Context: an optimization exercise on an open-source flow, tuned for small area and a short achievable clock period. The choices shown serve that exercise and are no tape-out recipe.
Function was checked by simulation only, so behaviour that the tests miss may differ from the original.

== run 1 ==
Design fir3_top, start of the top module:
module fir3_top #(
  parameter int W  = 32,
  parameter int XW = 16
) (
  input  logic          CLK,
  input  logic          rst,
  input  logic [XW-1:0] h0,
  input  logic [XW-1:0] h1,
  input  logic [XW-1:0] h2,
  input  logic [XW-1:0] x,
  output logic [W-1:0]  y
);
  logic [15:0] d0_q, d1_q, d2_q;
  logic [31:0] y_q, y_d;
  logic one0_0, two0_0, neg0_0;
  logic pp0_0_0;
  logic pp0_0_1;
  logic pp0_0_2;
  logic pp0_0_3;
  logic pp0_0_4;
  logic pp0_0_5;
  logic pp0_0_6;
  logic pp0_0_7;
  logic pp0_0_8;
  logic pp0_0_9;
  logic pp0_0_10;
  logic pp0_0_11;
  logic pp0_0_12;
  logic pp0_0_13;
  logic pp0_0_14;
  logic pp0_0_15;
  logic pp0_0_16;
  logic one0_1, two0_1, neg0_1;
  logic pp0_1_0;
  logic pp0_1_1;
  logic pp0_1_2;
  logic pp0_1_3;
  logic pp0_1_4;
  logic pp0_1_5;
  logic pp0_1_6;
  logic pp0_1_7;
  logic pp0_1_8;
  logic pp0_1_9;
  logic pp0_1_10;
  logic pp0_1_11;
  logic pp0_1_12;
  logic pp0_1_13;
  logic pp0_1_14;
  logic pp0_1_15;
  logic pp0_1_16;
  logic one0_2, two0_2, neg0_2;
  logic pp0_2_0;
  logic pp0_2_1;
  logic pp0_2_2;
  logic pp0_2_3;
  logic pp0_2_4;
  logic pp0_2_5;
  logic pp0_2_6;
  logic pp0_2_7;
  logic pp0_2_8;
  logic pp0_2_9;
  logic pp0_2_10;
  logic pp0_2_11;
  logic pp0_2_12;
  logic pp0_2_13;
  logic pp0_2_14;
  logic pp0_2_15;
  logic pp0_2_16;
  logic one0_3, two0_3, neg0_3;
  logic pp0_3_0;
  logic pp0_3_1;
  logic pp0_3_2;
  logic pp0_3_3;
  logic pp0_3_4;
  logic pp0_3_5;
  logic pp0_3_6;
  logic pp0_3_7;
  logic pp0_3_8;
  logic pp0_3_9;
  logic pp0_3_10;
  logic pp0_3_11;
  logic pp0_3_12;
  logic pp0_3_13;
  logic pp0_3_14;
  logic pp0_3_15;
  logic pp0_3_16;
  logic one0_4, two0_4, neg0_4;
  logic pp0_4_0;
  logic pp0_4_1;
  logic pp0_4_2;
  logic pp0_4_3;
  logic pp0_4_4;
  logic pp0_4_5;
  logic pp0_4_6;
  logic pp0_4_7;
  logic pp0_4_8;
  logic pp0_4_9;
  logic pp0_4_10;
  logic pp0_4_11;
  logic pp0_4_12;
  logic pp0_4_13;
  logic pp0_4_14;
  logic pp0_4_15;
  logic pp0_4_16;
  logic one0_5, two0_5, neg0_5;
  logic pp0_5_0;
  logic pp0_5_1;
  logic pp0_5_2;
  logic pp0_5_3;
  logic pp0_5_4;
  logic pp0_5_5;
  logic pp0_5_6;
  logic pp0_5_7;
  logic pp0_5_8;
  logic pp0_5_9;
  logic pp0_5_10;
  logic pp0_5_11;
  logic pp0_5_12;
  logic pp0_5_13;
  logic pp0_5_14;
  logic pp0_5_15;
  logic pp0_5_16;
  logic one0_6, two0_6, neg0_6;
  ...
For scale: roughly 80 flip-flops.
==> flow/config.mk <==
export PLATFORM = sky130hd
export DESIGN_NAME = fir3_top
export DESIGN_NICKNAME = fir3_top
export VERILOG_FILES = /design/flow/design.v
export SDC_FILE = /design/flow/constraint.sdc
export NUM_CORES = 4
export LEC_CHECK = 0
export ABC_AREA = 1
export CAP_MARGIN = 20
export CORE_MARGIN = 2
export CORE_UTILIZATION = 40
export SLEW_MARGIN = 20
==> flow/constraint.sdc <==
create_clock -name core_clock -period 10.0 [get_ports {CLK}]
set_input_delay 2.0000 -clock core_clock [delete_from_list [all_inputs] [get_ports {CLK}]]
set_output_delay 2.0000 -clock core_clock [all_outputs]
set_load 0.01 [all_outputs]
run.sh (not shown) runs the stock make flow with config.mk's settings and CLKGATE_MAP_FILE= SYNTH_SCRIPT=/design/flow/synth_recipe.tcl, a recipe that flattens the netlist after the stock synthesis.
Run 1 | status: complete | timing, DRC, antenna: pass
diff inputs: run 1 => run 2
==> flow/flow/run.sh (new file) <==
#!/bin/bash
# Standard ORFS layout, except that the ports are buffered by flow/ports.tcl
# (small buffers on the outputs, stronger ones on the inputs) instead of by
# the default buffer_ports call.
set -euo pipefail
here=$(pwd)
bash standard.sh \
  DONT_BUFFER_PORTS=1 \
  PRE_GLOBAL_PLACE_TCL="$here/flow/ports.tcl" \
  finish > "$here/standard_finish.log" 2>&1
==> flow/flow/ports.tcl (new file) <==
# Buffer every input and output port (the clock port excepted, as buffer_ports does).
buffer_ports -inputs -buffer_cell sky130_fd_sc_hd__buf_2
buffer_ports -outputs -buffer_cell sky130_fd_sc_hd__buf_1
==> flow/standard.sh (new file) <==
#!/bin/bash
# synth_recipe.tcl (not shown) runs the flow's synth.tcl, then flattens the netlist and writes it again
# the make line also repeats each setting of config.mk as NAME=value (left out here)
make -C /OpenROAD-flow-scripts/flow DESIGN_CONFIG=/design/flow/config.mk WORK_HOME=/design/flow/orfs CLKGATE_MAP_FILE= SYNTH_SCRIPT=/design/flow/synth_recipe.tcl "${@:-finish}"
removed: flow/run.sh
Notes after the runs:
Between run 2 and run 1, the final wirelength is higher for run 2. Of run 2 and run 1, the higher vias after detailed routing belongs to run 1. Relative to run 1, the final area measured on run 2 has decreased by a few percent. Total placed cells including tap cells delta for run 2 relative to run 1: 4.3% lower.
Relative to run 2, the following input files were edited for run 3:
- putting SETUP_SLACK_MARGIN at 1.5 where nothing was set
==> flow/run.sh (new file) <==
#!/bin/bash
# synth_recipe.tcl (not shown) runs the flow's synth.tcl, then flattens the netlist and writes it again
# the make line also repeats each setting of config.mk as NAME=value (left out here)
make -C /OpenROAD-flow-scripts/flow DESIGN_CONFIG=/design/flow/config.mk WORK_HOME=/design/flow/orfs CLKGATE_MAP_FILE= SYNTH_SCRIPT=/design/flow/synth_recipe.tcl finish
removed: flow/flow/run.sh
removed: flow/flow/ports.tcl
removed: flow/standard.sh
==> comparison <==
Run 3 reached the end of the flow, and the finished layout is clean on the timing, DRC and antenna checks. Run 2 reached the final stage; the timing, DRC and antenna checks on its layout passed. The slowest stage cell on the critical path comes out sky130_fd_sc_hd__fa_1 in one run and sky130_fd_sc_hd__clkdlybuf4s50_1 in the other, namely in run 2 and run 3 respectively. met2 routed wirelength is higher on run 3. Against run 2, run 3 comes in 0.05 ns lower on biggest cell delay along the critical path. Run 2 → run 3: clock skew was more or less identical.

[afterwards: timing with drivers on the ports]
No port has a modelled driver above. Below, the same layouts with a new extraction and two added sets of constraints.
Step 1: set_driving_cell puts a clkbuf_16 on CLK and a buf_2 on each other input, an assumption about the parent block.
Step 2 moves the port delays by t, midway between the first and last clock arrival at a register: inputs arrive t later, outputs are due t later. That takes back most of the time a late clock gives input paths.
Three values: no drivers, after step 1, after step 2; two values: the first two.
| run | shift t [ns] | slack for setup (ns) | hold slack, ns | clock arrival spread, ns | worst slew at a driven data input, ns | max-slew violations | max-capacitance violations |
|---|---|---|---|---|---|---|---|
| run 1 | 0.452 | 1.172 / 1.198 / 0.746 | 0.403 / 0.403 / 0.403 | 0.026 / 0.026 | 0.05 | 0 / 0 | 0 / 0 |
| run 2 | 0.452 | 1.724 / 1.739 / 1.287 | 0.388 / 0.388 / 0.388 | 0.028 / 0.028 | 2.04 | 0 / 81 | 0 / 1 |
| run 3 | 0.453 | 1.675 / 1.692 / 1.239 | 0.403 / 0.403 / 0.403 | 0.026 / 0.026 | 0.05 | 0 / 0 | 0 / 0 |
After both steps every run listed still meets setup and hold. The drivers bring new slew violations in run 2. The drivers bring new capacitance violations in run 2. The setup slack of run 2, which loses most, moves by +0.015 ns with the drivers and by -0.437 ns with both steps.
